Context: an optimization exercise on an open-source flow, tuned for a short achievable clock period and few clock cycles per item. The choices shown serve that exercise and are no tape-out recipe. Function was checked by simulation only, so behaviour that the tests miss may differ from the original. Power is estimated from default activity; no workload was simulated.

### run.sh
#!/bin/bash
# synth_recipe.tcl (not shown) runs the flow's synth.tcl, then flattens the netlist and writes it again
# the make line also repeats each setting of config.mk as NAME=value (left out here)
make -C /OpenROAD-flow-scripts/flow DESIGN_CONFIG=/design/flow/config.mk WORK_HOME=/design/flow/orfs CLKGATE_MAP_FILE= SYNTH_SCRIPT=/design/flow/synth_recipe.tcl finish
### design.v
`timescale 1ns/1ps
package stack_cpu_pkg;
    parameter int data_len = 8;
    parameter int addr_len = 8;
    typedef logic [data_len-1:0] data_word_t;
    typedef logic [addr_len-1:0] mem_addr_t;
    typedef logic [3:0]          opcode_t;
    localparam opcode_t OP_PUSH  = 4'd0;
    localparam opcode_t OP_LOAD  = 4'd1;
    localparam opcode_t OP_STORE = 4'd2;
    localparam opcode_t OP_ADD = 4'd8;
    localparam opcode_t OP_SUB = 4'd9;
    localparam opcode_t OP_AND = 4'd10;
    localparam opcode_t OP_XOR = 4'd11;
    typedef enum logic [2:0] {
        XFER_IDLE,
        XFER_PUSH,
        XFER_POP,
        XFER_LOAD,
        XFER_WAIT,
        XFER_STORE
    } xfer_state_t;
    typedef enum logic [1:0] {
        ALU_IDLE,
        ALU_POP_B,
        ALU_POP_A,
        ALU_PUSH
    } alu_state_t;
endpackage
`timescale 1ns/1ps
module stack_memory #(
    parameter int DATA_LEN    = stack_cpu_pkg::data_len,
    parameter int STACK_DEPTH = 8
) (
    input  logic                      clk,
    input  logic                      rstn,
    input  logic                      push,       
    input  logic                      pop,        
    input  stack_cpu_pkg::data_word_t top,
    output stack_cpu_pkg::data_word_t second
);
    logic [DATA_LEN-1:0] s [1:STACK_DEPTH-1];
    assign second = s[1];
    always_ff @(posedge clk or negedge rstn) begin
        if (!rstn) begin
            for (int i = 1; i < STACK_DEPTH; i++) s[i] <= '0;
        end else if (push) begin
            s[1] <= top;
            for (int i = 2; i < STACK_DEPTH; i++) s[i] <= s[i-1];
        end else if (pop) begin
            for (int i = 1; i < STACK_DEPTH-1; i++) s[i] <= s[i+1];
            s[STACK_DEPTH-1] <= '0;
        end
    end
endmodule
`timescale 1ns/1ps
`timescale 1ns/1ps
module data_ram #(
    parameter int DATA_LEN = stack_cpu_pkg::data_len,
    parameter int ADDR_LEN = stack_cpu_pkg::addr_len,
    parameter int HB       = 2
) (
    input  logic                      clk,
    input  logic                      wr_en,
    input  stack_cpu_pkg::mem_addr_t  wr_addr,
    input  stack_cpu_pkg::data_word_t wr_data,
    input  logic [ADDR_LEN-HB-1:0]    rd_lo,
    output logic [(2**HB)*DATA_LEN-1:0] rd_part
);
    localparam int NB = 2 ** HB;
    localparam int LO = ADDR_LEN - HB;
    for (genvar b = 0; b < NB; b++) begin : g_bank
        logic [DATA_LEN-1:0] mem [2**LO];
        always_ff @(posedge clk) begin
            if (wr_en && wr_addr[ADDR_LEN-1:LO] == HB'(b)) begin
                mem[wr_addr[LO-1:0]] <= wr_data;
            end
        end
        assign rd_part[b*DATA_LEN +: DATA_LEN] = mem[rd_lo];
    end
endmodule
`timescale 1ns/1ps
`timescale 1ns/1ps
`timescale 1ns/1ps
module stack_cpu #(
    parameter int DATA_LEN    = stack_cpu_pkg::data_len,
    parameter int ADDR_LEN    = stack_cpu_pkg::addr_len,
    parameter int STACK_DEPTH = 8
) (
    input  logic                             clk,
    input  logic                             rstn,
    input  logic                             start,
    input  stack_cpu_pkg::opcode_t           opcode,
    input  stack_cpu_pkg::data_word_t        operand,
    output logic                             done,
    output stack_cpu_pkg::data_word_t        stack_top,
    output logic [$clog2(STACK_DEPTH+1)-1:0] stack_count,
    output logic                             fault
);
    localparam int HB = 2;
    localparam int NB = 2 ** HB;
    localparam int LO = ADDR_LEN - HB;
    localparam int CNT_W = $clog2(STACK_DEPTH + 1);
    logic is_push, is_load, is_store, is_alu;
    logic full, empty, lt2;
    logic push_ok, load_ok, pop_op;
    logic [DATA_LEN-1:0] cand [NB];
    logic [NB-1:0]       sel;
    logic [DATA_LEN-1:0] top, second, alu_r;
    logic [NB*DATA_LEN-1:0] rd_part;
    logic [CNT_W-1:0]    count;
    assign done = start;
    assign is_push  = start && opcode == stack_cpu_pkg::OP_PUSH;
    assign is_load  = start && opcode == stack_cpu_pkg::OP_LOAD;
    assign is_store = start && opcode == stack_cpu_pkg::OP_STORE;
    assign is_alu   = start && opcode[3:2] == 2'b10;
    assign full  = (count == CNT_W'(STACK_DEPTH));
    assign empty = (count == '0);
    assign lt2   = (count < CNT_W'(2));
    assign push_ok = (is_push || is_load) && !full;
    assign load_ok = is_load && !full;
    assign pop_op  = is_store || is_alu;
    always_comb begin
        top = '0;
        for (int b = 0; b < NB; b++) top = top | (cand[b] & {DATA_LEN{sel[b]}});
    end
    always_comb begin
        case (opcode[1:0])
            2'd0: alu_r = second + top;
            2'd1: alu_r = second - top;
            2'd2: alu_r = second & top;
            default: alu_r = second ^ top;
        endcase
    end
    assign stack_top   = top;
    assign stack_count = count;
    stack_memory #(.DATA_LEN(DATA_LEN), .STACK_DEPTH(STACK_DEPTH)) u_stack (
        .clk(clk), .rstn(rstn), .push(push_ok), .pop(pop_op),
        .top(top), .second(second)
    );
    data_ram #(.DATA_LEN(DATA_LEN), .ADDR_LEN(ADDR_LEN), .HB(HB)) u_ram (
        .clk(clk), .wr_en(is_store), .wr_addr(operand), .wr_data(top),
        .rd_lo(operand[LO-1:0]), .rd_part(rd_part)
    );
    always_ff @(posedge clk) begin
        if (load_ok) begin
            for (int b = 0; b < NB; b++) cand[b] <= rd_part[b*DATA_LEN +: DATA_LEN];
        end else if (is_push && !full) begin
            cand[0] <= operand;
        end else if (is_store) begin
            cand[0] <= second;
        end else if (is_alu) begin
            cand[0] <= alu_r;
        end
    end
    always_ff @(posedge clk or negedge rstn) begin
        if (!rstn) begin
            sel   <= '0;
            count <= '0;
            fault <= 1'b0;
        end else begin
            if (load_ok) begin
                sel <= NB'(1) << operand[ADDR_LEN-1:LO];
            end else if ((is_push && !full) || pop_op) begin
                sel <= NB'(1);
            end
            if (push_ok) begin
                count <= count + 1'b1;
            end else if (is_store) begin
                if (!empty) count <= count - 1'b1;
            end else if (is_alu) begin
                if (!lt2) count <= count - 1'b1;
                else      count <= CNT_W'(1);
            end
            if (((is_push || is_load) && full) || (is_store && empty) || (is_alu && lt2)) begin
                fault <= 1'b1;
            end
        end
    end
endmodule
### constraint.sdc
create_clock -name core_clock -period 5.0 [get_ports {clk}]
set_input_delay 1.0000 -clock core_clock [delete_from_list [all_inputs] [get_ports {clk}]]
set_output_delay 1.0000 -clock core_clock [all_outputs]
set_load 0.01 [all_outputs]
### config.mk
export PLATFORM = sky130hd
export DESIGN_NAME = stack_cpu
export DESIGN_NICKNAME = stack_cpu
export VERILOG_FILES = /design/flow/design.v
export SDC_FILE = /design/flow/constraint.sdc
export NUM_CORES = 4
export LEC_CHECK = 0
export CAP_MARGIN = 20
export CORE_MARGIN = 2
export CORE_UTILIZATION = 45
export PLACE_DENSITY = 0.6
export SLEW_MARGIN = 20
==> flow_summary_export.csv, run 1 <==
group,metric,value,unit
critical_path,crit_path_end_kind,"output pin",
synthesis,synthTopCellsByArea,"edfxtp_1 74%, a221oi_1 2.9%, mux2i_1 2.7%",
layout,fin_nets,5514,
critical_path,worstPathCellList,"a22o_1, a221oi_1, buf_4, clkinvlp_4, clkdlybuf4s50_1",
synthesis,synthArstFlopShare,3.03,%
drt,antenna_left,0,
synthesis,synth-seq-cells,2145,
timing,tightest_slew,1220,ps
critical_path,r2r-end,"cand[0][5]",
power_and_ir_drop,total_power,39.7,mW
synthesis,yosysMostFrequentCell,"edfxtp_1",
synthesis,yosys_most_used_dff,"edfxtp_1",
synthesis,synth_common_cells,"2080 x edfxtp_1, 455 x nor2_1, 306 x nand2_1",
timing,setup_viol,0,
floorplanning,ioPinCount,29,
clock_tree,htree_levels,4,
synthesis,synth_edf_count,2080,
power_and_ir_drop,ir_drop,393,uV
global_route,track_usage,30.1,%
clock_tree,path_clk_slew,70,ps
clock_tree,hold_buffers,0,
layout,syn2layout_area_growth,15.7,%
floorplanning,core_area,187000,um2
clock_tree,clock-sinks,2145,
global_route,antenna_found_initial,18,
clock_tree,insertion_delay,880,ps
critical_path,crit_cells,5,
drt,vias,53100,
floorplanning,start_util,45.2,%
timing,slew_headroom,18.7,%
global_route,grt_max_degree,210,
timing,fin_worst_skew,58.5,ps
critical_path,path_max_fanout,10,
critical_path,cp_top_family,"buffers and inverters",
clock_tree,numCtsBuffers,213,
timing,hold-worst-slack,202,ps
run_status,status,"finished clean",
timing,slew_violations,0,
clock_tree,cts_tree,"done",
global_route,grt_overflow_total,0,
synthesis,ys_seq_area_share,75.8,%
synthesis,synthDominantCellAreaShare,73.9,%
synthesis,syn_area,84500,um2
timing,hold_violations,0,
critical_path,r2r_cells,13,
critical_path,cpPeakStageDelay,620,ps
synthesis,yosys_warnings,5,
power_and_ir_drop,power_density,406,nW/um2
synthesis,avgSynthCellArea,16.8,um2
placed_design,dpl.hpwl,184,mm
timing,fmax,218,MHz
critical_path,critical_path.slowest_cell,"dfrtp_1",
floorplanning,fp.dieW,437,um
placed_design,gp_congestion,0.942,
hold_path,hold_path_class,"input pin to asynchronous set/reset pin",
drt,first_pass_iters,6,
clock_tree,root_buffer,"clkbuf_16",
timing,min_period,4580,ps
critical_path,critPathRequiredTime,4000,ps
synthesis,ys_types,87,
floorplanning,rows,159,
floorplanning,die_height,437,um
drt,vias_per_cell,6.51,
timing,rsz0062_at_grt,"no",
critical_path,r2r-start,"sel[2]",
clock_tree,clockBufferDepth,3,
clock_tree,post_cts_buffers,0,
floorplanning,die-area,191000,um2
critical_path,r2r_slack,820,ps
job,max_cap_viol_count,0,
clock_tree,ctsResizeCount,0,
critical_path,cp_num_buf_inv,3,
synthesis,synth_largest_area_cell,"edfxtp_1",
timing,post-route-period-util,91.7,%
power_and_ir_drop,p_leak,32.0,nW
critical_path,crit_type,"flip-flop to output pin",
placed_design,io_buffers,28,
drt,routedWlPerCell,35.9,um
layout,drive_gt1_share,19.8,%
drt,routed_wl,293,mm
synthesis,synthesis.nets,5080,
critical_path,cp.arrival,3580,ps
synthesis,synth_cells,5044,
global_route,grt_pass1_wl,403,mm
critical_path,worstSetupStartpointType,"flip-flop",
global_route,grt_pass1_vias,49800,
drt,dr.first_iter.drc_count,9688,
drt,remaining_drc_errors,0,
## area by class of cell
type                    count  area [um2]
fillers                 15100       89400
flip-flops and latches   2145       64100
multi-input cells        2519       18700
clock buffers             272        5620
repair buffers            582        5090
well taps                2495        3120
clock inverters           118        1090
inverters                  17        87.6
diodes                     12        30.0
## flip-flops by register name, indices dropped and copies added, names as in the netlist
signal	cells
u_ram.g_bank.mem	2048
u_stack.s	56
cand	32
count	4
sel	4
fault	1
## layer usage
metal  wire length (um)  part of all wire, %  up-vias  global-route usage [%]
met1             111000                   38    27400                    41.5
met3              36300                   12      702                    7.85
li1                   -                    -    21200                       -
met2             130000                   44     3805                    44.9
met5                 81                0.028        -                       0
met4              15600                  5.3       12                    14.0
## cells in the final DEF, fill, tap and decap left out, types with 61 or more instances in the layout
cell	Yosys	routed
a21oi_1	129	129
a221oi_1	276	275
a22oi_1	185	185
a31oi_1	73	73
buf_4	45	503
clkbuf_16	0	214
clkinv_1	1	61
dfrtp_1	65	65
edfxtp_1	2080	2080
mux2_2	117	117
mux2i_1	232	232
mux4_2	101	101
nand2_1	306	301
nor2_1	455	445
o21ai_0	132	132
o22ai_1	77	77
## worst reg2reg max path, delay by kind of cell (launching register included)
kind            cells  cell delay [ps]
compound gates      7             2100
xor+xnor            1              170
fa+ha+maj           2              620
flops               1              620
simple gates        3              490
## metrics by stage
stage | std cells | utilization, % | setup WS (ps) | TNS, ps | instance area [um2]
floorplan | 5044 | - | -300 | -444 | 84600
CTS | 8148 | 52.2 | 355 | 0 | 97800
global placement | 7758 | 48.7 | 528 | 0 | 91100
detailed placement | 7758 | 48.7 | 509 | 0 | 91100
global route | 8152 | 52.2 | 248 | 0 | 97800
finish | 8160 | 52.3 | 417 | 0 | 97800
## report_power, final
| group | internal, mW | switching (mW) | leakage (nW) | total (mW) |
|---|---|---|---|---|
| sequential | 20.5 | 0.147 | 19.5 | 20.7 |
| combinational | 0.963 | 2.64 | 9.25 | 3.60 |
| clock | 8.50 | 6.98 | 3.25 | 15.5 |
## cells by family after synthesis
group / Yosys count / synth area share (%)
xor+xnor: 7 / 0.0725
simple gates: 908 / 4.50
mux: 458 / 7.13
compound gates: 1125 / 9.83
buf+inv: 380 / 2.33
flops: 2145 / 75.8
fa+ha+maj: 21 / 0.320
## worst max path at each step
| stage | start | to | slack, ps |
|---|---|---|---|
| floorplan | sel[2] | cand[0][6] | -300 |
| global placement | start | u_ram.g_bank[1].mem[8][0] | 530 |
| finish | sel[2] | stack_top[6] | 420 |
| global route | sel[1] | stack_top[1] | 250 |
| detailed placement | start | u_ram.g_bank[1].mem[8][0] | 510 |
| CTS | sel[1] | stack_top[1] | 350 |
Testbench counts, summed over its fixed seeds: cycles 16,008, instrs 16,000.
==> run 2: changes to the inputs <==
--- a/design.v
+++ b/design.v
@@ -59,4 +59,3 @@
     parameter int DATA_LEN = stack_cpu_pkg::data_len,
-    parameter int ADDR_LEN = stack_cpu_pkg::addr_len,
-    parameter int HB       = 2
+    parameter int ADDR_LEN = stack_cpu_pkg::addr_len
 ) (
@@ -64,18 +63,13 @@
     input  logic                      wr_en,
-    input  stack_cpu_pkg::mem_addr_t  wr_addr,
+    input  stack_cpu_pkg::mem_addr_t  addr,
     input  stack_cpu_pkg::data_word_t wr_data,
-    input  logic [ADDR_LEN-HB-1:0]    rd_lo,
-    output logic [(2**HB)*DATA_LEN-1:0] rd_part
+    output stack_cpu_pkg::data_word_t rd_data
 );
-    localparam int NB = 2 ** HB;
-    localparam int LO = ADDR_LEN - HB;
-    for (genvar b = 0; b < NB; b++) begin : g_bank
-        logic [DATA_LEN-1:0] mem [2**LO];
-        always_ff @(posedge clk) begin
-            if (wr_en && wr_addr[ADDR_LEN-1:LO] == HB'(b)) begin
-                mem[wr_addr[LO-1:0]] <= wr_data;
-            end
+    logic [DATA_LEN-1:0] mem [2**ADDR_LEN];
+    always_ff @(posedge clk) begin
+        if (wr_en) begin
+            mem[addr] <= wr_data;
         end
-        assign rd_part[b*DATA_LEN +: DATA_LEN] = mem[rd_lo];
     end
+    assign rd_data = mem[addr];
 endmodule
@@ -99,5 +93,2 @@
 );
-    localparam int HB = 2;
-    localparam int NB = 2 ** HB;
-    localparam int LO = ADDR_LEN - HB;
     localparam int CNT_W = $clog2(STACK_DEPTH + 1);
@@ -105,7 +96,4 @@
     logic full, empty, lt2;
-    logic push_ok, load_ok, pop_op;
-    logic [DATA_LEN-1:0] cand [NB];
-    logic [NB-1:0]       sel;
-    logic [DATA_LEN-1:0] top, second, alu_r;
-    logic [NB*DATA_LEN-1:0] rd_part;
+    logic push_ok, pop_op;
+    logic [DATA_LEN-1:0] top_q, second, alu_r, rd_data;
     logic [CNT_W-1:0]    count;
@@ -120,17 +108,12 @@
     assign push_ok = (is_push || is_load) && !full;
-    assign load_ok = is_load && !full;
     assign pop_op  = is_store || is_alu;
     always_comb begin
-        top = '0;
-        for (int b = 0; b < NB; b++) top = top | (cand[b] & {DATA_LEN{sel[b]}});
-    end
-    always_comb begin
         case (opcode[1:0])
-            2'd0: alu_r = second + top;
-            2'd1: alu_r = second - top;
-            2'd2: alu_r = second & top;
-            default: alu_r = second ^ top;
+            2'd0: alu_r = second + top_q;
+            2'd1: alu_r = second - top_q;
+            2'd2: alu_r = second & top_q;
+            default: alu_r = second ^ top_q;
         endcase
     end
-    assign stack_top   = top;
+    assign stack_top   = top_q;
     assign stack_count = count;
@@ -138,22 +121,11 @@
         .clk(clk), .rstn(rstn), .push(push_ok), .pop(pop_op),
-        .top(top), .second(second)
+        .top(top_q), .second(second)
     );
-    data_ram #(.DATA_LEN(DATA_LEN), .ADDR_LEN(ADDR_LEN), .HB(HB)) u_ram (
-        .clk(clk), .wr_en(is_store), .wr_addr(operand), .wr_data(top),
-        .rd_lo(operand[LO-1:0]), .rd_part(rd_part)
+    data_ram #(.DATA_LEN(DATA_LEN), .ADDR_LEN(ADDR_LEN)) u_ram (
+        .clk(clk), .wr_en(is_store), .addr(operand), .wr_data(top_q),
+        .rd_data(rd_data)
     );
-    always_ff @(posedge clk) begin
-        if (load_ok) begin
-            for (int b = 0; b < NB; b++) cand[b] <= rd_part[b*DATA_LEN +: DATA_LEN];
-        end else if (is_push && !full) begin
-            cand[0] <= operand;
-        end else if (is_store) begin
-            cand[0] <= second;
-        end else if (is_alu) begin
-            cand[0] <= alu_r;
-        end
-    end
     always_ff @(posedge clk or negedge rstn) begin
         if (!rstn) begin
-            sel   <= '0;
+            top_q <= '0;
             count <= '0;
@@ -161,6 +133,8 @@
         end else begin
-            if (load_ok) begin
-                sel <= NB'(1) << operand[ADDR_LEN-1:LO];
-            end else if ((is_push && !full) || pop_op) begin
-                sel <= NB'(1);
+            if (push_ok) begin
+                top_q <= is_load ? rd_data : operand;
+            end else if (is_store) begin
+                top_q <= second;
+            end else if (is_alu) begin
+                top_q <= alu_r;
             end
--- a/config.mk
+++ b/config.mk
@@ -9,4 +9,4 @@
 export CORE_MARGIN = 2
-export CORE_UTILIZATION = 45
-export PLACE_DENSITY = 0.6
+export CORE_UTILIZATION = 60
+export PLACE_DENSITY = 0.7
 export SLEW_MARGIN = 20
==> run 2 against run 1 <==
Net effect: still clean; via count is 17% lower; core utilization is 16 points higher; worst setup slack better by 690 ps; clock skew is 26 ps lower; global-route usage is 1.1 points higher; first-iteration DRC count is 27% lower; synthesized area is 1.3% lower; final cell count is 21% lower; die area is 26% lower; register-to-register slack better by 690 ps; critical path type is now input pin to flip-flop; critical endpoint is now top_q[7]; largest power group unchanged.
==> flow_summary_export.csv, run 2 <==
group,metric,value,unit
run_status,status,"finished clean",
synthesis,yosys_warnings,4,
floorplanning,core_area,138000,um2
synthesis,syn_area,83500,um2
floorplanning,rows,136,
synthesis,ys_types,64,
layout,layout_commonest_cell,"edfxtp_1",
critical_path,r2r_cells,14,
clock_tree,ctsResizeCount,0,
timing,rsz0062_at_grt,"no",
layout,stdcell_count,6428,
placed_design,gp_congestion,0.920,
timing,hold_violations,0,
floorplanning,die_height,377,um
job,max_cap_viol_count,0,
drt,vias,44100,
layout,drive_gt1_share,25.4,%
drt,vias_per_cell,6.86,
critical_path,cp_top_family,"buffers and inverters",
clock_tree,post_cts_buffers,0,
timing,fmax,257,MHz
synthesis,yosys_most_used_dff,"edfxtp_1",
layout,fill_cells,8555,
clock_tree,cts_tree,"done",
timing,slew_violations,0,
synthesis,synth-seq-cells,2117,
synthesis,synthArstFlopShare,3.26,%
drt,routed_wl,219,mm
layout,layout_common_cells,"2048 x edfxtp_1, 501 x mux4_2, 355 x nor2_1, 315 x buf_4, 204 x clkbuf_16",
clock_tree,insertion_delay,830,ps
placed_design,placed_cells,6060,
timing,tightest_slew,1140,ps
critical_path,critical_path.slowest_cell,"a2111oi_0",
critical_path,worstSetupStartpointType,"input pin",
timing,setup_viol,0,
clock_tree,htree_levels,4,
drt,remaining_drc_errors,0,
critical_path,crit_path_end_kind,"flip-flop",
clock_tree,path_clk_slew,70,ps
synthesis,avgSynthCellArea,20.1,um2
global_route,grt_pass1_wl,312,mm
layout,multi_input_area,18900,um2
critical_path,cp_num_buf_inv,5,
timing,slew_headroom,23.6,%
layout,largest_reg_flops,2048,
critical_path,crit_cells,12,
power_and_ir_drop,ir_drop,464,uV
drt,antenna_left,0,
floorplanning,die-area,142000,um2
global_route,grt_max_degree,210,
critical_path,worstPathCellList,"buf_8, buf_12, buf_12, buf_4, mux4_2, mux2i_1, a2111oi_0, o21ai_0, nand4_1, a211oi_1, buf_4, nor3_1",
floorplanning,ioPinCount,29,
timing,fin_worst_skew,32.6,ps
clock_tree,clockBufferDepth,3,
critical_path,cp.arrival,4630,ps
synthesis,synth_largest_area_cell,"edfxtp_1",
critical_path,path_max_fanout,50,
layout,syn2layout_area_growth,12.7,%
clock_tree,clock-sinks,2117,
drt,routedWlPerCell,34.1,um
power_and_ir_drop,power_density,453,nW/um2
synthesis,synth_edf_count,2048,
floorplanning,fp.dieW,377,um
timing,post-route-period-util,77.8,%
clock_tree,hold_buffers,0,
synthesis,ys_seq_area_share,75.8,%
power_and_ir_drop,p_leak,30.3,nW
layout,register_area,63300,um2
critical_path,critPathRequiredTime,5740,ps
drt,first_pass_iters,7,
synthesis,synthDominantCellAreaShare,73.7,%
layout,fin_nets,4505,
placed_design,io_buffers,28,
critical_path,crit_type,"input pin to flip-flop",
floorplanning,start_util,60.5,%
placed_design,dpl.hpwl,137,mm
hold_path,hold_path_class,"input pin to asynchronous set/reset pin",
global_route,antenna_found_initial,7,
critical_path,cpPeakStageDelay,790,ps
synthesis,synth_cells,4147,
synthesis,synthTopCellsByArea,"edfxtp_1 74%, mux4_2 14%, dfrtp_1 2.1%",
timing,fin_tns_setup,0,ps
global_route,track_usage,31.3,%
synthesis,yosysMostFrequentCell,"edfxtp_1",
clock_tree,root_buffer,"clkbuf_16",
timing,min_period,3890,ps
drt,dr.first_iter.drc_count,7026,
clock_tree,numCtsBuffers,202,
synthesis,synthesis.nets,4182,
global_route,grt_overflow_total,0,
synthesis,synth_common_cells,"2048 x edfxtp_1, 501 x mux4_2, 357 x nor2_1",
global_route,grt_pass1_vias,42700,
==> run 2: path summary, 6_finish.rpt <==
check | startpoint | to | slack, ps
max | operand[0] | top_q[7] | 1110
max reg2reg | top_q[0] | top_q[7] | 1510
min reg2reg | fault | fault | 490
min | rstn | u_stack.s[1][6] | 310
min in group core_clock | fault | fault | 490
max in group asynchronous | rstn | top_q[4] | 4000
==> run 2: layout make-up <==
cell class,instances,area share (%)
tap,1794,2.39
multi-input combinational,1758,20.1
antenna,4,0.0106
timing repair buffer,376,3.51
sequential,2117,67.3
inverter,15,0.0599
clock buffer,251,5.69
clock inverter,113,1.01
==> run 2: power breakdown <==
group          switching (mW)  leakage (nW)  internal, mW
sequential              0.535          19.3          22.2
combinational            3.98          7.96          1.28
clock                    6.51          3.07          8.15
==> run 2: kinds of logic (layout without fill, tap and decap cells) <==
family                   Yosys count  after routing  synth area share, %
buffers and inverters            272            755                 1.73
AO/OA/AOI/OAI                    370            370                 3.09
other                              0              4                    0
adder cells (fa/ha/maj)           20             20                0.309
XOR/XNOR                          12             12                0.126
AND/OR/NAND/NOR                  695            695                 3.53
flip-flops                      2117           2117                 75.8
multiplexers                     661            661                 15.5
==> run 2: layer usage <==
metal  up-vias  track usage [%]  wire length, um
li1      17700                -                -
met1     23000             45.5            84200
met2      2918             46.1            99900
met3       449             8.51            26700
met4         4             11.6             8560
met5         -                0               23
==> run 2: through the flow <==
step	worst slack, ps	hold slack (ps)	area, um2	power (mW)	utilization, %
2_1_floorplan	28.2	466	83500	25.8	-
3_3_place_gp	257	468	87700	28.1	63.6
3_5_place_dp	334	481	87700	28.3	63.6
4_1_cts	1190	307	94000	42.7	68.2
5_1_grt	991	365	94000	43.8	68.2
6_report	1110	312	94000	42.6	68.2
Testbench counts of run 2, summed over its fixed seeds: cycles 16,008, instrs 16,000.
==> run 3: changes to the inputs <==
--- a/config.mk
+++ b/config.mk
@@ -11,2 +11,3 @@
 export PLACE_DENSITY = 0.7
+export SETUP_SLACK_MARGIN = 2.4
 export SLEW_MARGIN = 20
==> run 3 against run 2 <==
Net effect: still clean; sequential share of layout area is 3.4 points lower; total power rose by 3.8%; global-route usage rose by 2.1 points; maximum frequency is 32% higher; count of clock-buffer cells in the layout up 13; die area unchanged.
==> flow_summary_export.csv, run 3 <==
group,metric,value,unit
layout,syn2layout_area_growth,18.7,%
power_and_ir_drop,power.internal,32.6,mW
floorplanning,rows,136,
critical_path,cp_top_family,"compound AO/OA/AOI/OAI gates",
critical_path,critPathRequiredTime,5770,ps
synthesis,synth_edf_count,2048,
power_and_ir_drop,p_leak,31.9,nW
global_route,grt_overflow_total,0,
layout,fin_nets,4650,
drt,remaining_drc_errors,0,
power_and_ir_drop,power_density,447,nW/um2
critical_path,r2r_cells,12,
power_and_ir_drop,switching_share,26.4,%
critical_path,r2r-end,"top_q[7]",
critical_path,cpPeakStageDelay,500,ps
timing,setup_viol,0,
layout,drive_gt1_share,34.7,%
timing,rsz0062_at_grt,"yes",
clock_tree,root_buffer,"clkbuf_16",
critical_path,worstPathCellList,"buf_16, buf_16, buf_4, and2_1, buf_4, a221oi_1, o21ai_0, o221ai_1, nor2_1, nor4_1, a211oi_2, buf_4, nor3_2",
drt,first_pass_iters,14,
critical_path,r2r_slack,2140,ps
drt,routed_wl,235,mm
global_route,grt_pass1_wl,331,mm
placed_design,placed_area,88000,um2
clock_tree,htree_levels,4,
timing,slew_headroom,19.1,%
timing,tightest_slew,1210,ps
synthesis,yosysMostFrequentCell,"edfxtp_1",
global_route,grt_pass1_vias,44200,
drt,routedWlPerCell,35.7,um
clock_tree,clock-sinks,2117,
critical_path,cp.arrival,3710,ps
clock_tree,hold_buffers,0,
synthesis,synth_common_cells,"2048 x edfxtp_1, 501 x mux4_2, 357 x nor2_1",
placed_design,dpl.hpwl,138,mm
global_route,track_usage,33.4,%
synthesis,yosys_warnings,4,
clock_tree,numCtsBuffers,202,
synthesis,ys_types,64,
global_route,grt_max_degree,241,
floorplanning,ioPinCount,29,
synthesis,syn_area,83500,um2
synthesis,synth-seq-cells,2117,
critical_path,crit_path_frequent_cell,"buf_4",
layout,final_util,71.9,%
clock_tree,cts_tree,"done",
layout,final_area,99100,um2
timing,min_period,2950,ps
timing,slew_violations,0,
power_and_ir_drop,p_comb_share,15.3,%
critical_path,cp_num_buf_inv,5,
drt,vias_per_cell,6.94,
critical_path,crit_type,"input pin to flip-flop",
layout,layout_common_cells,"2048 x edfxtp_1, 501 x mux4_2, 340 x buf_4, 211 x clkbuf_16, 170 x nor2_4",
critical_path,path_max_fanout,13,
hold_path,hold_path_class,"input pin to asynchronous set/reset pin",
layout,layout_commonest_cell,"edfxtp_1",
synthesis,ys_seq_area_share,75.8,%
layout,stdcell_count,6580,
synthesis,synth_largest_area_cell,"edfxtp_1",
timing,hold_violations,0,
drt,vias,45700,
synthesis,synthDominantCellAreaShare,73.7,%
synthesis,yosys_most_used_dff,"edfxtp_1",
timing,fin_tns_setup,0,ps
drt,antenna_left,0,
job,max_cap_viol_count,0,
floorplanning,die-area,142000,um2
run_status,status,"finished clean",
power_and_ir_drop,ir_drop,751,uV
floorplanning,start_util,60.5,%
clock_tree,path_clk_slew,60,ps
critical_path,crit_path_end_kind,"flip-flop",
critical_path,worstSetupStartpointType,"input pin",
placed_design,placed_cells,6005,
power_and_ir_drop,total_power,44.3,mW
floorplanning,fp.dieW,377,um
clock_tree,insertion_delay,860,ps
drt,dr.first_iter.drc_count,6977,
floorplanning,die_height,377,um
synthesis,avgSynthCellArea,20.1,um2
timing,setup_slack,2050,ps
layout,largest_reg_flops,2048,
synthesis,synthTopCellsByArea,"edfxtp_1 74%, mux4_2 14%, dfrtp_1 2.1%",
power_and_ir_drop,power.switching,11.7,mW
placed_design,io_buffers,28,
power_and_ir_drop,clkPwrFrac,34.1,%
power_and_ir_drop,p_seq_share,50.6,%
clock_tree,clockBufferDepth,3,
synthesis,synth_cells,4147,
critical_path,r2r-start,"top_q[1]",
timing,fmax,339,MHz
synthesis,synthArstFlopShare,3.26,%
placed_design,place_ws,238,ps
placed_design,gp_congestion,0.917,
critical_path,critical_path.slowest_cell,"a221oi_1",
synthesis,synthesis.nets,4182,
floorplanning,core_area,138000,um2
global_route,antenna_found_initial,9,
timing,post-route-period-util,58.9,%
timing,hold-worst-slack,318,ps
timing,fin_worst_skew,47.9,ps
-- run 3: worst max path at each step --
stage                     startpoint  endpoint  slack [ps]  cells past startpoint
after CTS                 operand[5]  top_q[1]        2160                     11
after global routing        top_q[1]  top_q[7]        2060                     12
after global placement    operand[0]  top_q[3]         280                      9
final                     operand[0]  top_q[7]        2050                     13
after detailed placement  operand[0]  top_q[5]         240                     12
after floorplan             top_q[1]  top_q[7]        1600                     14
-- run 3: repair_timing --
| item | CTS | global route |
|---|---|---|
| setup endpoints to repair | 2055 | 1474 |
| resized for setup | 481 | 89 |
| buffers inserted | 137 | 41 |
| gates cloned | 17 | 4 |
| pin swaps | 84 | 44 |
-- run 3: cells by family (layout without fill, tap and decap cells) --
logic type	Yosys count	after routing	synth area share, %
multiplexers	661	661	15.5
XOR/XNOR	12	12	0.126
adder cells (fa/ha/maj)	20	20	0.309
other	0	4	0
AO/OA/AOI/OAI	370	370	3.09
AND/OR/NAND/NOR	695	696	3.53
buffers and inverters	272	906	1.73
flip-flops	2117	2117	75.8
-- run 3: per-layer routing --
layer  GRT usage, %  vias up  wire [um]  share of wire, %
met2           50.4     3069     109000                46
met1           47.0    24000      87400                37
li1               -    18100          -                 -
met5              0        -        155             0.066
met3           9.25      571      27700                12
met4           13.3       12      10400               4.4
-- run 3: layout make-up --
type | count | area (um2)
Antenna cell | 4 | 10.0
Clock inverter | 107 | 1040
Fill cell | 7906 | 38700
Inverter | 15 | 70.1
Multi-Input combinational cell | 1759 | 21200
Sequential cell | 2117 | 63300
Clock buffer | 264 | 5390
Timing Repair Buffer | 520 | 5870
Tap cell | 1794 | 2240
-- run 3: power groups by stage --
stage | Clock [mW] | Combinational [mW] | Sequential (mW)
6_report | 15.1 | 6.77 | 22.4
5_1_grt | 15.8 | 7.14 | 22.4
4_1_cts | 15.1 | 6.43 | 22.4
3_3_place_gp | 0 | 4.92 | 23.2
2_1_floorplan | 0 | 1.70 | 24.0
3_5_place_dp | 0 | 5.09 | 23.2
==> run 4: changes to the inputs <==
--- a/design.v
+++ b/design.v
@@ -68,8 +68,16 @@
     logic [DATA_LEN-1:0] mem [2**ADDR_LEN];
+    logic                wb_valid;
+    logic [ADDR_LEN-1:0] wb_addr;
+    logic [DATA_LEN-1:0] wb_data;
     always_ff @(posedge clk) begin
+        wb_valid <= wr_en;
         if (wr_en) begin
-            mem[addr] <= wr_data;
+            wb_addr <= addr;
+            wb_data <= wr_data;
+        end
+        if (wb_valid) begin
+            mem[wb_addr] <= wb_data;
         end
     end
-    assign rd_data = mem[addr];
+    assign rd_data = (wb_valid && wb_addr == addr) ? wb_data : mem[addr];
 endmodule
==> run 4 against run 3 <==
Net effect: still clean on timing, DRC and antenna; clock skew decreased by 24 ps; first-iteration DRC count decreased by 9.6%; die area increased by 1.8%; non-clock buffer count decreased by 135; largest cell class unchanged; largest power group unchanged.
==> flow_summary_export.csv, run 4 <==
group,metric,value,unit
run_status,status,"finished clean",
clock_tree,numCtsBuffers,207,
critical_path,cp_num_buf_inv,5,
timing,fin_worst_skew,24.2,ps
power_and_ir_drop,p_seq_share,52.0,%
global_route,grt_max_degree,258,
timing,setup_slack,1930,ps
timing,slew_headroom,26.9,%
layout,final_area,99200,um2
synthesis,synthesis.nets,4151,
global_route,track_usage,31.6,%
drt,first_pass_iters,14,
job,max_cap_viol_count,0,
layout,fill_cells,8347,
clock_tree,insertion_delay,840,ps
power_and_ir_drop,p_leak,31.2,nW
power_and_ir_drop,power.internal,29.4,mW
floorplanning,fp.dieW,380,um
timing,fin_tns_setup,0,ps
placed_design,placed_area,87700,um2
timing,hold_violations,0,
placed_design,dpl.hpwl,135,mm
placed_design,io_buffers,28,
critical_path,cpPeakStageDelay,540,ps
drt,routed_wl,228,mm
synthesis,ys_seq_area_share,75.0,%
critical_path,worstSetupStartpointType,"input pin",
power_and_ir_drop,ir_drop,351,uV
layout,layout_commonest_cell,"edfxtp_1",
synthesis,yosys_warnings,4,
drt,highest_layer,"met5",
drt,vias_per_cell,6.87,
drt,antenna_left,0,
clock_tree,path_clk_slew,70,ps
critical_path,worstPathCellList,"buf_16, buf_16, buf_16, buf_12, mux4_2, mux4_2, nor4_4, buf_6, nor4_2, nand4_1, a2111o_1, a22oi_2",
timing,slew_violations,0,
drt,wl_met1,85.0,mm
critical_path,critical_path.slowest_cell,"mux4_2",
layout,syn2layout_area_growth,16.7,%
layout,fin_nets,4490,
critical_path,cp_top_family,"multiplexers",
timing,tightest_slew,1090,ps
synthesis,ys_types,87,
critical_path,cp.arrival,3760,ps
drt,routed-wl-met2,107,mm
floorplanning,rows,138,
timing,setup_viol,0,
power_and_ir_drop,power.switching,8.10,mW
timing,hold-worst-slack,286,ps
timing,rsz0062_at_grt,"yes",
layout,antenna_cells,0,
drt,dr.first_iter.drc_count,6305,
synthesis,synth_largest_area_cell,"edfxtp_1",
layout,layout_common_cells,"2064 x edfxtp_1, 468 x mux4_2, 242 x buf_4, 211 x clkbuf_16, 176 x nor2_4",
synthesis,synthArstFlopShare,3.23,%
synthesis,avgSynthCellArea,20.6,um2
power_and_ir_drop,switching_share,21.6,%
global_route,grt_overflow_total,0,
power_and_ir_drop,clkPwrFrac,41.4,%
synthesis,synthDominantCellAreaShare,73.0,%
drt,remaining_drc_errors,0,
floorplanning,core_area,141000,um2
layout,largest_reg_flops,2048,
synthesis,yosys_most_used_dff,"edfxtp_1",
critical_path,crit_type,"input pin to flip-flop",
timing,min_period,3070,ps
layout,drive_gt1_share,34.6,%
clock_tree,root_buffer,"clkbuf_16",
floorplanning,start_util,60.2,%
critical_path,crit_path_end_kind,"flip-flop",
global_route,antenna_found_initial,3,
placed_design,place_ws,113,ps
floorplanning,die_height,380,um
hold_path,hold_path_class,"input pin to asynchronous set/reset pin",
synthesis,synth-seq-cells,2134,
global_route,grt_pass1_wl,323,mm
synthesis,yosysMostFrequentCell,"edfxtp_1",
drt,vias,44800,
synthesis,syn_area,85000,um2
critical_path,path_max_fanout,8,
timing,fmax,326,MHz
power_and_ir_drop,power_density,378,nW/um2
synthesis,synth_common_cells,"2064 x edfxtp_1, 466 x mux4_2, 315 x nor2_1",
drt,route.met3.wl,25.7,mm
synthesis,synth_cells,4116,
timing,post-route-period-util,61.4,%
clock_tree,clock-sinks,2134,
floorplanning,die-area,145000,um2
critical_path,critPathRequiredTime,5690,ps
clock_tree,htree_levels,4,
power_and_ir_drop,p_comb_share,6.6,%
critical_path,crit_path_frequent_cell,"buf_16",
floorplanning,ioPinCount,29,
global_route,grt_pass1_vias,43600,
clock_tree,clockBufferDepth,3,
placed_design,gp_congestion,0.901,
drt,routedWlPerCell,35.0,um
synthesis,synthTopCellsByArea,"edfxtp_1 73%, mux4_2 12%, dfrtp_1 2.0%",
clock_tree,cts_tree,"done",
synthesis,synth_edf_count,2064,
-- run 4: changes by cell type after synthesis, sizes merged, moves of 7 or more --
cell / before / now
nor4: 4 / 11
nand2: 177 / 113
nor2b: 26 / 19
edfxtp: 2048 / 2064
a22o: 19 / 34
xnor2: 9 / 18
o21ai: 42 / 71
a22oi: 84 / 72
mux2: 7 / 28
mux4: 501 / 510
mux2i: 153 / 145
a21oi: 41 / 51
a31oi: 59 / 10
nor2: 358 / 315
-- run 4: area by class of cell --
cell class / count / area (um2) / area share, %
clock inverter: 131 / 1280 / 1.29
timing repair buffer: 385 / 4420 / 4.46
clock buffer: 256 / 5440 / 5.48
multi-input combinational: 1711 / 21900 / 22.0
inverter: 16 / 65.1 / 0.0656
sequential: 2134 / 63700 / 64.3
tap: 1890 / 2360 / 2.38
-- run 4: metrics by stage --
stage,power (mW),util (%),std cells
2_1_floorplan,21.2,-,4116
3_3_place_gp,21.9,62.1,5976
3_5_place_dp,21.9,62.1,5977
4_1_cts,37.5,69.3,6482
5_1_grt,38.3,70.3,6523
6_report,37.5,70.3,6523
-- run 4: what timing repair did --
| item | CTS | global route |
|---|---|---|
| setup endpoints to repair | 1984 | 2028 |
| pin swaps | 45 | 34 |
| buffers inserted | 104 | 36 |
| resized for setup | 568 | 213 |
| hold buffers | 0 | 0 |
| gates cloned | 14 | 1 |
-- run 4: routing by layer --
layer	vias up	track usage, %
met5	-	0
met4	6	12.8
met1	23500	44.8
li1	17800	-
met2	2916	48.0
met3	508	7.51
-- run 4: worst paths after layout --
kind	startpoint	to	slack, ps	depth (start not counted)
min in group core_clock	fault	fault	500	2
worst min register to register	fault	fault	500	2
worst min-delay path	rstn	u_stack.s[7][1]	290	1
max in group asynchronous	rstn	count[2]	4010	1
worst max-delay path	operand[0]	top_q[3]	1930	12
worst max register to register	u_ram.wb_addr[4]	top_q[3]	2060	8
-- run 4: power by group through the flow --
| stage | sequential, mW | clock, mW | combinational, mW |
|---|---|---|---|
| 2_1_floorplan | 19.9 | 0 | 1.23 |
| 3_3_place_gp | 19.9 | 0 | 1.94 |
| 3_5_place_dp | 19.9 | 0 | 1.96 |
| 4_1_cts | 19.5 | 15.6 | 2.33 |
| 5_1_grt | 19.5 | 16.3 | 2.56 |
| 6_report | 19.5 | 15.5 | 2.47 |
-- run 4: worst register-to-register path, delay by kind of cell (launching register included) --
family | cells | cell delay, ps
simple gates | 3 | 900
compound gates | 3 | 820
flops | 1 | 810
xor+xnor | 1 | 160
buf+inv | 1 | 160
-- run 4: logic make-up (layout without fill, tap and decap cells) --
group | Yosys count | after routing | share of synthesized area (%)
flip-flops | 2134 | 2134 | 75.0
multiplexers | 683 | 683 | 15.8
AND/OR/NAND/NOR | 604 | 605 | 3.16
AO/OA/AOI/OAI | 383 | 383 | 3.21
buffers and inverters | 272 | 788 | 2.31
adder cells (fa/ha/maj) | 20 | 20 | 0.303
XOR/XNOR | 20 | 20 | 0.206
Testbench counts of run 4, summed over its fixed seeds: cycles 16,008, instrs 16,000.
==> run 5: changes to the inputs <==
--- a/design.v
+++ b/design.v
@@ -85,2 +85,51 @@
 `timescale 1ns/1ps
+module stack_alu_unit #(
+    parameter int DATA_LEN = stack_cpu_pkg::data_len
+) (
+    input  logic [DATA_LEN-1:0] a,
+    input  logic [DATA_LEN-1:0] b,
+    input  logic [1:0]          op,
+    output logic [DATA_LEN-1:0] r
+);
+    logic [DATA_LEN-1:0] sum, diff;
+    stack_alu_adder #(.N(DATA_LEN)) u_add (.a(a), .b(b),  .cin(1'b0), .s(sum));
+    stack_alu_adder #(.N(DATA_LEN)) u_sub (.a(a), .b(~b), .cin(1'b1), .s(diff));
+    always_comb begin
+        case (op)
+            2'd0: r = sum;
+            2'd1: r = diff;
+            2'd2: r = a & b;
+            default: r = a ^ b;
+        endcase
+    end
+endmodule
+module stack_alu_adder #(
+    parameter int N = 8
+) (
+    input  logic [N-1:0] a,
+    input  logic [N-1:0] b,
+    input  logic         cin,
+    output logic [N-1:0] s
+);
+    logic [N-1:0] p, g, gg, pp, gn, pn;
+    always_comb begin
+        p = a ^ b;
+        g = a & b;
+        gg = g;
+        pp = p;
+        gg[0] = g[0] | (p[0] & cin);
+        for (int d = 1; d < N; d = d * 2) begin
+            gn = gg;
+            pn = pp;
+            for (int i = d; i < N; i++) begin
+                gn[i] = gg[i] | (pp[i] & gg[i-d]);
+                pn[i] = pp[i] & pp[i-d];
+            end
+            gg = gn;
+            pp = pn;
+        end
+        s[0] = p[0] ^ cin;
+        for (int i = 1; i < N; i++) s[i] = p[i] ^ gg[i-1];
+    end
+endmodule
 `timescale 1ns/1ps
@@ -117,10 +166,5 @@
     assign pop_op  = is_store || is_alu;
-    always_comb begin
-        case (opcode[1:0])
-            2'd0: alu_r = second + top_q;
-            2'd1: alu_r = second - top_q;
-            2'd2: alu_r = second & top_q;
-            default: alu_r = second ^ top_q;
-        endcase
-    end
+    stack_alu_unit #(.DATA_LEN(DATA_LEN)) u_alu (
+        .a(second), .b(top_q), .op(opcode[1:0]), .r(alu_r)
+    );
     assign stack_top   = top_q;
==> run 5 against run 4 <==
Net effect: sequential cell count is the same; sequential share of layout area grew 0.47 points; synthesized area shrank 0.67%; final cell count grew 2.0%; synthesized cell count grew 3.1%; global-route usage grew 1.5 points; first-iteration DRC count grew 17%; final area shrank 0.73%; register-to-register slack gained 90 ps; clock power shrank 3%.
==> flow_summary_export.csv, run 5 <==
group,metric,value,unit
run_status,status,"finished clean",
timing,setup_slack,2070,ps
layout,multi_input_area,21000,um2
synthesis,synth_largest_area_cell,"edfxtp_1",
placed_design,gp_congestion,0.952,
timing,fin_tns_setup,0,ps
layout,layout_common_cells,"2064 x edfxtp_1, 449 x mux4_2, 277 x buf_4, 211 x clkbuf_16, 192 x nand2_1",
critical_path,path_max_fanout,27,
drt,dr.first_iter.drc_count,7385,
clock_tree,cts_tree,"done",
clock_tree,hold_buffers,0,
synthesis,synthDominantCellAreaShare,73.4,%
timing,tightest_slew,1190,ps
synthesis,ys_seq_area_share,75.5,%
synthesis,synthArstFlopShare,3.23,%
timing,fmax,342,MHz
power_and_ir_drop,ir_drop,339,uV
floorplanning,die_height,379,um
drt,antenna_left,0,
synthesis,ys_types,80,
critical_path,crit_path_end_kind,"flip-flop",
synthesis,synth_cells,4244,
floorplanning,start_util,60.5,%
layout,fill_cells,8300,
drt,routed_wl,237,mm
timing,rsz0062_at_grt,"yes",
clock_tree,clockBufferDepth,3,
layout,register_area,63700,um2
global_route,track_usage,33.1,%
critical_path,critPathRequiredTime,5720,ps
clock_tree,insertion_delay,850,ps
timing,hold-worst-slack,198,ps
timing,setup_viol,0,
clock_tree,numCtsBuffers,204,
synthesis,synth_common_cells,"2064 x edfxtp_1, 448 x mux4_2, 307 x nor2_1",
critical_path,cpPeakStageDelay,470,ps
global_route,antenna_found_initial,3,
synthesis,yosys_warnings,6,
drt,remaining_drc_errors,0,
layout,fin_nets,4638,
floorplanning,ioPinCount,29,
drt,vias_per_cell,7.02,
drt,routedWlPerCell,35.6,um
floorplanning,core_area,140000,um2
synthesis,yosysMostFrequentCell,"edfxtp_1",
global_route,grt_max_degree,226,
clock_tree,root_buffer,"clkbuf_16",
critical_path,worstSetupStartpointType,"input pin",
global_route,grt_pass1_wl,331,mm
hold_path,hold_path_class,"input pin to asynchronous set/reset pin",
critical_path,r2r-start,"top_q[0]",
critical_path,r2r-end,"top_q[6]",
power_and_ir_drop,p_leak,31.6,nW
layout,layout_commonest_cell,"edfxtp_1",
global_route,grt_overflow_total,0,
floorplanning,fp.dieW,379,um
timing,slew_violations,0,
power_and_ir_drop,power_density,383,nW/um2
floorplanning,die-area,144000,um2
placed_design,io_buffers,28,
timing,slew_headroom,20.7,%
synthesis,yosys_most_used_dff,"edfxtp_1",
critical_path,cp.arrival,3650,ps
job,max_cap_viol_count,0,
placed_design,dpl.hpwl,139,mm
drt,vias,46700,
placed_design,place_ws,420,ps
clock_tree,clock-sinks,2134,
critical_path,critical_path.slowest_cell,"a311oi_2",
synthesis,synthesis.nets,4280,
layout,drive_gt1_share,31.7,%
synthesis,syn_area,84400,um2
critical_path,r2r_cells,12,
timing,fin_worst_skew,57.7,ps
synthesis,synthTopCellsByArea,"edfxtp_1 73%, mux4_2 12%, dfrtp_1 2.0%",
floorplanning,rows,137,
synthesis,avgSynthCellArea,19.9,um2
critical_path,worstPathCellList,"buf_8, buf_6, nand2_1, nor2_4, a32o_1, a31oi_1, a311oi_2, o21ai_1, a311oi_1",
critical_path,crit_type,"input pin to flip-flop",
clock_tree,htree_levels,4,
timing,post-route-period-util,58.6,%
global_route,grt_pass1_vias,44900,
synthesis,synth-seq-cells,2134,
layout,syn2layout_area_growth,16.7,%
layout,largest_reg_flops,2048,
timing,min_period,2930,ps
critical_path,r2r_slack,2150,ps
clock_tree,path_clk_slew,60,ps
timing,hold_violations,0,
layout,final_util,70.6,%
synthesis,synth_edf_count,2064,
drt,first_pass_iters,8,
[run 5: cell types whose count changed after synthesis, sizes merged, moves of 12 or more]
cell	previous run	this run
a22oi	72	196
nand2	113	205
mux2i	145	109
mux4	510	476
o21ai	71	41
nand3	42	70
mux2	28	3
xnor2	18	1
a21oi	51	65
a31oi	10	22
[run 5: cells by family after synthesis]
group	synth area share (%)
fa+ha+maj	0.329
mux	14.2
flops	75.5
compound gates	4.22
buf+inv	2.08
xor+xnor	0.0934
simple gates	3.59
[run 5: worst max-delay path by stage]
stage | startpoint | slack (ps) | endpoint | cells after the start
2_1_floorplan | u_ram.wb_data[4] | 940 | u_ram.mem[0][4] | 0
3_3_place_gp | operand[0] | 460 | top_q[2] | 9
3_5_place_dp | operand[0] | 420 | top_q[5] | 11
4_1_cts | operand[0] | 2030 | top_q[5] | 10
5_1_grt | top_q[0] | 2130 | top_q[6] | 12
6_report | operand[2] | 2070 | top_q[5] | 9
[run 5: report_power, final]
group | switching [mW] | total (mW) | internal, mW | leakage [nW]
combinational | 1.78 | 3.01 | 1.23 | 8.97
clock | 6.66 | 15.0 | 8.31 | 3.14
sequential | 0.150 | 19.7 | 19.5 | 19.5
[run 5: through the flow]
step	area (um2)	cells	power, mW
after global routing	98400	6652	38.5
after floorplan	84400	4244	21.5
after detailed placement	87600	6122	22.4
after global placement	87600	6122	22.4
final	98400	6656	37.7
after CTS	97200	6612	37.5
[run 5: critical path: cells and delay by family]
family	cells	cell delay (ps)
buf+inv	2	750
compound gates	5	1220
simple gates	2	610
[run 5: timing repair]
action / 4_1_cts / 5_1_grt
resized for setup: 486 / 167
endpoints found under the setup margin: 1554 / 887
setup buffers: 87 / 35
cloned: 23 / 5
pin swaps: 42 / 41
[run 5: layout make-up]
type | instances | share of cell area [%]
diodes | 4 | 0.0102
repair buffers | 418 | 4.80
multi-input cells | 1818 | 21.4
flip-flops and latches | 2134 | 64.8
well taps | 1876 | 2.38
clock buffers | 256 | 5.43
inverters | 26 | 0.112
clock inverters | 124 | 1.14
[run 5: metal layers]
metal / vias up / GRT usage (%) / wire [um]
li1: 18300 / - / -
met2: 3393 / 49.5 / 110000
met5: - / 0 / 13
met1: 24400 / 46.9 / 87800
met3: 610 / 9.08 / 29400
met4: 2 / 13.1 / 9730
Testbench counts of run 5, summed over its fixed seeds: cycles 16,008, instrs 16,000.
==> run 6: changes to the inputs <==
--- a/config.mk
+++ b/config.mk
@@ -9,4 +9,4 @@
 export CORE_MARGIN = 2
-export CORE_UTILIZATION = 60
-export PLACE_DENSITY = 0.7
+export CORE_UTILIZATION = 75
+export PLACE_DENSITY = 0.85
 export SETUP_SLACK_MARGIN = 2.4
==> run 6 against run 5 <==
Net effect: the flow now stops in global routing; synthesized area is the same; synthesized cell count is the same.
==> flow_summary_export.csv, run 6 <==
group,metric,value,unit
placed_design,dpl.hpwl,140,mm
synthesis,synth_edf_count,2064,
floorplanning,fp.dieW,339,um
synthesis,synth_largest_area_cell,"edfxtp_1",
synthesis,synthTopCellsByArea,"edfxtp_1 73%, mux4_2 12%, dfrtp_1 2.0%",
clock_tree,root_buffer,"clkbuf_16",
synthesis,synthMuxAreaShare,14.2,%
synthesis,synthArstFlopShare,3.23,%
synthesis,syn_area,84400,um2
floorplanning,rows,123,
global_route,grt_max_degree,258,
clock_tree,clockBufferDepth,3,
synthesis,yosys_warnings,6,
synthesis,ys_seq_area_share,75.5,%
placed_design,placed_cells,5778,
synthesis,avgSynthCellArea,19.9,um2
floorplanning,ioPinCount,29,
run_status,status,"did not finish",
synthesis,ys_types,80,
synthesis,synth_compound_area_share,4.22,%
run_status,stop_stage,"global routing",
synthesis,synth_common_cells,"2064 x edfxtp_1, 448 x mux4_2, 307 x nor2_1",
synthesis,synth-seq-cells,2134,
clock_tree,numCtsBuffers,197,
global_route,track_usage,68.5,%
synthesis,synthesis.nets,4280,
placed_design,gp_congestion,0.972,
timing,worst_endpoint_kind,"register data pin",
synthesis,synthAdderAreaFrac,0.329,%
synthesis,yosys.area_share.simple,3.59,%
synthesis,synth_top_family_by_area,"multiplexers",
synthesis,synth_cells,4244,
synthesis,synthDominantCellAreaShare,73.4,%
placed_design,io_buffers,28,
global_route,grt_overflow_total,40,
floorplanning,die_height,339,um
synthesis,yosys_most_used_dff,"edfxtp_1",
synthesis,synth_xor_area_share,0.0934,%
clock_tree,clock-sinks,2134,
synthesis,yosysMostFrequentCell,"edfxtp_1",
clock_tree,htree_levels,4,
run_status,error,"[ERROR GRT-0232] Routing congestion too high. Check the congestion heatmap in the GUI.",
floorplanning,start_util,75.3,%
timing,grt-worst-endpoint,"top_q[7]$_DFFE_PN0P_/D",
[run 6: cell families after synthesis]
kind of cell | Yosys count
adder cells (fa/ha/maj) | 21
flip-flops | 2134
buffers and inverters | 294
AO/OA/AOI/OAI | 495
XOR/XNOR | 9
multiplexers | 588
AND/OR/NAND/NOR | 703
[run 6: power groups by stage]
stage               logic, mW  clock network (mW)  registers [mW]
detailed placement       2.23                   0            20.1
CTS                      2.80                15.2            19.7
floorplan                1.39                   0            20.1
global placement         2.16                   0            20.1
[run 6: routing by layer]
layer	overflow	track usage (%)
met4	23	65.3
met3	0	51.3
met5	0	32.4
met2	17	86.0
met1	0	69.4
[run 6: worst max path at each step]
stage,endpoint,slack [ps],depth (start not counted)
global placement,top_q[1],310,10
detailed placement,top_q[2],360,9
floorplan,u_ram.mem[0][4],940,0
CTS,u_ram.mem[232][5],1850,3
[run 6: what timing repair did]
item	4_1_cts
buffers inserted	95
setup endpoints to repair	1937
pin swaps	56
gates cloned	21
resized for setup	441
hold buffers	0
[run 6: metrics by stage]
| step | cell area [um2] | worst slack, ps | util, % |
|---|---|---|---|
| after CTS | 96700 | 1850 | 86.3 |
| after detailed placement | 87300 | 356 | 78.0 |
| after global placement | 87300 | 312 | 78.0 |
| after floorplan | 84400 | 936 | - |
==> run 7: changes to the inputs <==
--- a/design.v
+++ b/design.v
@@ -58,4 +58,3 @@
 module data_ram #(
-    parameter int DATA_LEN = stack_cpu_pkg::data_len,
-    parameter int ADDR_LEN = stack_cpu_pkg::addr_len
+    parameter int DATA_LEN = stack_cpu_pkg::data_len
 ) (
@@ -67,15 +66,22 @@
 );
-    logic [DATA_LEN-1:0] mem [2**ADDR_LEN];
+    logic [DATA_LEN-1:0] mem [256];    
     logic                wb_valid;
-    logic [ADDR_LEN-1:0] wb_addr;
+    logic [7:0]          wb_addr;
     logic [DATA_LEN-1:0] wb_data;
+    logic [15:0]         wb_hi, wb_lo;    
     always_ff @(posedge clk) begin
         wb_valid <= wr_en;
-        if (wr_en) begin
-            wb_addr <= addr;
-            wb_data <= wr_data;
-        end
-        if (wb_valid) begin
-            mem[wb_addr] <= wb_data;
-        end
+        wb_addr  <= addr;
+        wb_data  <= wr_data;
+        wb_hi    <= wr_en ? (16'd1 << addr[7:4]) : 16'd0;
+        wb_lo    <= wr_en ? (16'd1 << addr[3:0]) : 16'd0;
+    end
+    for (genvar w = 0; w < 256; w++) begin : g_word
+        logic [DATA_LEN-1:0] q;
+        always_ff @(posedge clk) begin
+            if (wb_hi[w / 16] && wb_lo[w % 16]) begin
+                q <= wb_data;
+            end
+        end
+        assign mem[w] = q;
     end
@@ -154,3 +160,3 @@
     logic push_ok, pop_op;
-    logic [DATA_LEN-1:0] top_q, second, alu_r, rd_data;
+    logic [DATA_LEN-1:0] top_q, top_n_q, top_d, second, alu_r, rd_data;
     logic [CNT_W-1:0]    count;
@@ -167,3 +173,3 @@
     stack_alu_unit #(.DATA_LEN(DATA_LEN)) u_alu (
-        .a(second), .b(top_q), .op(opcode[1:0]), .r(alu_r)
+        .a(second), .b(~top_n_q), .op(opcode[1:0]), .r(alu_r)
     );
@@ -175,3 +181,3 @@
     );
-    data_ram #(.DATA_LEN(DATA_LEN), .ADDR_LEN(ADDR_LEN)) u_ram (
+    data_ram #(.DATA_LEN(DATA_LEN)) u_ram (
         .clk(clk), .wr_en(is_store), .addr(operand), .wr_data(top_q),
@@ -179,2 +185,19 @@
     );
+    always_comb begin
+        top_d = top_q;
+        if (push_ok) begin
+            top_d = is_load ? rd_data : operand;
+        end else if (is_store) begin
+            top_d = second;
+        end else if (is_alu) begin
+            top_d = alu_r;
+        end
+    end
+    always_ff @(posedge clk or negedge rstn) begin
+        if (!rstn) begin
+            top_n_q <= '1;
+        end else begin
+            top_n_q <= ~top_d;
+        end
+    end
     always_ff @(posedge clk or negedge rstn) begin
@@ -185,9 +208,3 @@
         end else begin
-            if (push_ok) begin
-                top_q <= is_load ? rd_data : operand;
-            end else if (is_store) begin
-                top_q <= second;
-            end else if (is_alu) begin
-                top_q <= alu_r;
-            end
+            top_q <= top_d;
             if (push_ok) begin
--- a/config.mk
+++ b/config.mk
@@ -9,5 +9,6 @@
 export CORE_MARGIN = 2
-export CORE_UTILIZATION = 75
-export PLACE_DENSITY = 0.85
+export CORE_UTILIZATION = 60
+export PLACE_DENSITY = 0.7
 export SETUP_SLACK_MARGIN = 2.4
 export SLEW_MARGIN = 20
+export TNS_END_PERCENT = 10
==> run 7 against run 6 <==
Net effect: the run again fails in global routing; synthesized cell count is 25% higher; synthesized area is 0.11% lower.
==> flow_summary_export.csv, run 7 <==
group,metric,value,unit
run_status,status,"did not finish",
run_status,stop_stage,"global routing",
run_status,error,"[ERROR GRT-0232] Routing congestion too high. Check the congestion heatmap in the GUI.",
synthesis,syn_area,84300,um2
placed_design,gp_congestion,1.25,
synthesis,synth_common_cells,"2048 x edfxtp_1, 446 x a22oi_1, 259 x and2_1",
synthesis,synthArstFlopShare,3.54,%
synthesis,synthesis.nets,5354,
synthesis,yosysMostFrequentCell,"edfxtp_1",
clock_tree,root_buffer,"clkbuf_16",
floorplanning,die_height,379,um
synthesis,yosys_warnings,7,
placed_design,io_buffers,28,
global_route,grt_overflow_total,1,
clock_tree,clock-sinks,2174,
floorplanning,ioPinCount,29,
floorplanning,rows,137,
synthesis,synth_largest_area_cell,"edfxtp_1",
synthesis,synthTopCellsByArea,"edfxtp_1 73%, a22oi_1 4.0%, dfrtp_1 2.0%",
clock_tree,htree_levels,4,
synthesis,synthDominantCellAreaShare,73.0,%
clock_tree,clockBufferDepth,3,
floorplanning,start_util,60.4,%
global_route,track_usage,74.9,%
clock_tree,hold_buffers,0,
placed_design,dpl.hpwl,341,mm
synthesis,ys_seq_area_share,76.4,%
clock_tree,numCtsBuffers,209,
floorplanning,fp.dieW,379,um
global_route,grt_max_degree,176,
synthesis,ys_types,88,
synthesis,avgSynthCellArea,15.8,um2
synthesis,yosys_most_used_dff,"edfxtp_1",
synthesis,synth_cells,5319,
synthesis,synth_edf_count,2048,
synthesis,synth-seq-cells,2174,
==> run 7: changes by cell type after synthesis, moves of 97 or more <==
| cell | before | now |
|---|---|---|
| a22oi_1 | 196 | 446 |
| a32oi_1 | 3 | 194 |
| and2_1 | 5 | 259 |
| clkbuf_1 | 106 | 207 |
| mux2i_1 | 109 | 12 |
| mux4_2 | 448 | 0 |
| nand3_1 | 70 | 257 |
| o22ai_1 | 20 | 155 |
==> run 7: cell families after synthesis <==
logic type	after synthesis	synth area share, %
compound gates	1304	11.8
xor+xnor	15	0.156
fa+ha+maj	20	0.315
buf+inv	429	2.27
flops	2174	76.4
mux	16	0.196
simple gates	1361	8.84
==> run 7: what timing repair did <==
action,CTS
pin swaps,99
setup buffers,132
endpoints found under the setup margin,91
gates cloned,21
resized for setup,346
==> run 7: power groups by stage <==
stage                     Clock [mW]  Combinational [mW]  Sequential [mW]
after floorplan                    0                1.11             23.7
after global placement             0                3.88             23.1
after detailed placement           0                3.98             23.2
after CTS                       15.6                4.20             22.8
==> run 7: stage by stage <==
step           cell area (um2)  setup TNS (ps)  cells  setup WS (ps)
4_1_cts                 102000               0   8031           1670
3_3_place_gp             91700           -2580   7487           -536
3_5_place_dp             91800           -2610   7491           -632
2_1_floorplan            84700               0   5319            747
==> run 7: worst max path at each step <==
stage                                 endpoint  slack [ps]  depth (start not counted)
after global placement                top_q[6]        -540                         13
after detailed placement              top_q[6]        -630                         13
after CTS                             top_q[6]        1670                         14
after floorplan           u_ram.g_word[0].q[7]         750                          0
==> run 7: layer usage <==
| layer | global-route usage (%) | overflow |
|---|---|---|
| met2 | 85.0 | 0 |
| met3 | 66.2 | 0 |
| met4 | 69.5 | 1 |
| met1 | 76.2 | 0 |
| met5 | 52.3 | 0 |
Testbench counts of run 7, summed over its fixed seeds: cycles 16,008, instrs 16,000.
==> run 8: changes to the inputs <==
--- a/design.v
+++ b/design.v
@@ -66,3 +66,3 @@
 );
-    logic [DATA_LEN-1:0] mem [256];    
+    logic [DATA_LEN-1:0] lvl [9][256];    
     logic                wb_valid;
@@ -85,5 +85,10 @@
         end
-        assign mem[w] = q;
-    end
-    assign rd_data = (wb_valid && wb_addr == addr) ? wb_data : mem[addr];
+        assign lvl[0][w] = q;
+    end
+    for (genvar l = 0; l < 8; l++) begin : g_lvl
+        for (genvar i = 0; i < (256 >> (l + 1)); i++) begin : g_mux
+            assign lvl[l+1][i] = addr[l] ? lvl[l][2*i+1] : lvl[l][2*i];
+        end
+    end
+    assign rd_data = (wb_valid && wb_addr == addr) ? wb_data : lvl[8][0];
 endmodule
--- a/config.mk
+++ b/config.mk
@@ -13,2 +13 @@
 export SLEW_MARGIN = 20
-export TNS_END_PERCENT = 10
==> run 8 against run 7 <==
Net effect: the run now finishes clean; synthesized area up 1.6%; synthesized cell count fell by 19%.
==> flow_summary_export.csv, run 8 <==
group,metric,value,unit
layout,syn2layout_area_growth,15.4,%
critical_path,cpPeakStageDelay,600,ps
drt,dr.first_iter.drc_count,7277,
critical_path,startpoint,"top_n_q[0]",
job,max_cap_viol_count,0,
global_route,grtUsageMet1,47.2,%
floorplanning,start_util,60.5,%
synthesis,synthDominantCellAreaShare,71.8,%
critical_path,r2r_slack,1970,ps
drt,routedWlPerCell,35.6,um
timing,fin_tns_setup,0,ps
clock_tree,path_clk_slew,60,ps
floorplanning,die-area,146000,um2
critical_path,r2r_cells,10,
clock_tree,hold_buffers,0,
timing,slew_violations,0,
timing,hold_violations,0,
synthesis,syn_area,85600,um2
placed_design,place_ws,425,ps
synthesis,synth_largest_area_cell,"edfxtp_1",
synthesis,synth_common_cells,"2048 x edfxtp_1, 492 x mux4_2, 262 x and2_1",
timing,slew_headroom,20.7,%
timing,fin_worst_skew,32.1,ps
synthesis,yosys_warnings,7,
global_route,use_met2,47.9,%
drt,remaining_drc_errors,0,
clock_tree,cts_tree,"done",
critical_path,path_max_fanout,3,
layout,stdcell_count,6713,
global_route,busiest_layer,"met2",
floorplanning,die_height,382,um
layout,fill_cells,8544,
floorplanning,fp.dieW,382,um
layout,final_area,98800,um2
layout,fin_nets,4638,
timing,setup_viol,0,
clock_tree,insertion_delay,860,ps
timing,setup_slack,1970,ps
critical_path,critPathRequiredTime,5730,ps
synthesis,synth-seq-cells,2174,
hold_path,hold_path_class,"input pin to asynchronous set/reset pin",
synthesis,synth_cells,4301,
synthesis,ys_types,81,
critical_path,r2r-end,"top_q[4]",
layout,layout_common_cells,"2048 x edfxtp_1, 492 x mux4_2, 260 x and2_1, 216 x buf_4, 212 x clkbuf_16",
placed_design,dpl.hpwl,139,mm
critical_path,crit_path_end_kind,"flip-flop",
layout,drive_gt1_share,28.4,%
global_route,track_usage,33.0,%
placed_design,placed_area,88800,um2
placed_design,io_buffers,28,
critical_path,crit_type,"flip-flop to flip-flop",
floorplanning,rows,138,
global_route,grt_pass1_vias,45100,
clock_tree,clock-sinks,2174,
critical_path,cp_top_family,"compound AO/OA/AOI/OAI gates",
floorplanning,ioPinCount,29,
timing,rsz0062_at_grt,"yes",
synthesis,ys_seq_area_share,75.2,%
run_status,status,"finished clean",
critical_path,worstPathCellList,"inv_4, ha_4, fa_2, or3_4, nand3_2, mux2_4, a221o_1, a31oi_4, o32ai_4, a31o_1",
clock_tree,htree_levels,4,
floorplanning,core_area,142000,um2
global_route,grt_pass1_wl,337,mm
clock_tree,root_buffer,"clkbuf_16",
global_route,antenna_found_initial,21,
drt,vias,46700,
critical_path,r2r-start,"top_n_q[0]",
timing,min_period,3030,ps
drt,first_pass_iters,6,
power_and_ir_drop,ir_drop,362,uV
[run 8: cell count changes after synthesis, sizes merged, moves of 97 or more]
cell / delta
mux4: +492
nand3: -229
a32oi: -190
o22ai: -124
a22oi: -333
nor2: -138
clkbuf: -97
[run 8: area by class of cell]
| class | count | area (um2) | area share, % |
|---|---|---|---|
| diodes | 43 | 108 | 0.109 |
| clock inverters | 113 | 873 | 0.884 |
| clock buffers | 276 | 5620 | 5.68 |
| inverters | 27 | 116 | 0.118 |
| multi-input cells | 1833 | 20900 | 21.1 |
| flip-flops and latches | 2174 | 64500 | 65.2 |
| repair buffers | 357 | 4430 | 4.48 |
| well taps | 1890 | 2360 | 2.39 |
[run 8: repair_timing]
action / 4_1_cts / 5_1_grt
pin swaps: 54 / 35
setup endpoints to repair: 96 / 74
setup buffers: 106 / 14
gates resized for setup: 300 / 48
cloned: 31 / 0
[run 8: how the worst min path moves through the flow]
stage | depth (start not counted) | slack [ps] | to
4_1_cts | 1 | 320 | u_stack.s[5][7]
3_5_place_dp | 2 | 520 | u_stack.s[7][2]
5_1_grt | 1 | 380 | u_stack.s[1][2]
6_report | 1 | 330 | u_stack.s[1][2]
3_3_place_gp | 2 | 490 | u_stack.s[7][1]
2_1_floorplan | 0 | 440 | u_ram.wb_data[4]
[run 8: power breakdown]
part           internal, mW  leakage [nW]  switching [mW]
logic                  1.41          9.14            2.99
registers              21.8          19.7           0.725
clock network          8.41          3.20            6.75
total                  31.7          32.1            10.5
[run 8: logic make-up after synthesis]
family	count (synthesis)	synth area share [%]
compound gates	471	3.86
simple gates	721	4.41
fa+ha+maj	21	0.324
mux	607	14.3
xor+xnor	11	0.113
flops	2174	75.2
buf+inv	296	1.73
[run 8: routing by layer]
layer  up-vias  share of wire, %
li1      18300                 -
met1     24300                37
met2      3413                45
met3       628                13
met4        12               4.5
met5         -             0.055
[run 8: through the flow]
stage	hold slack [ps]	utilization, %
6_report	328	69.8
5_1_grt	381	69.7
4_1_cts	324	69.5
3_5_place_dp	518	62.7
3_3_place_gp	490	62.7
2_1_floorplan	441	-
Testbench counts of run 8, summed over its fixed seeds: cycles 16,008, instrs 16,000.

[what the ideal ports hide]
In the flow no input, the clock included, has a driving cell. The finished layouts below were timed again as built, in two steps. Step 1 (the two cells are an assumption about what drives the block):
set clk [get_ports {clk}]
set_driving_cell -lib_cell sky130_fd_sc_hd__clkbuf_16 $clk
set_driving_cell -lib_cell sky130_fd_sc_hd__buf_2 [delete_from_list [all_inputs] $clk]
Step 2 moves the port delays by t, midway between the first and last clock arrival at a register: inputs arrive t later, outputs are due t later. That takes back most of the time a late clock gives input paths. Three values: ideal, step 1, step 2; two values: the first two.
| run | t, ns | setup WS [ns] | worst setup path after step 2 | slew at the worst register clock pin (ns) | cell pins on the clock port's net |
|---|---|---|---|---|---|
| run 1 | 0.950 | 0.417 / 0.327 / 0.144 | input to register | 0.07 / 0.07 | 1 |
| run 2 | 0.909 | 1.109 / 1.107 / 0.236 | input to register | 0.07 / 0.07 | 1 |
| run 3 | 0.920 | 2.054 / 1.816 / 0.896 | input to register | 0.07 / 0.07 | 1 |
| run 4 | 0.910 | 1.930 / 1.738 / 0.828 | input to register | 0.07 / 0.07 | 1 |
| run 5 | 0.903 | 2.072 / 2.033 / 1.131 | input to register | 0.07 / 0.07 | 1 |
| run 8 | 0.917 | 1.970 / 1.707 / 0.791 | input to register | 0.07 / 0.07 | 1 |
After both steps every run listed still meets setup and hold. For run 8, which loses most, drivers alone change the setup slack by -0.263 ns; drivers and shift together by -1.179 ns.
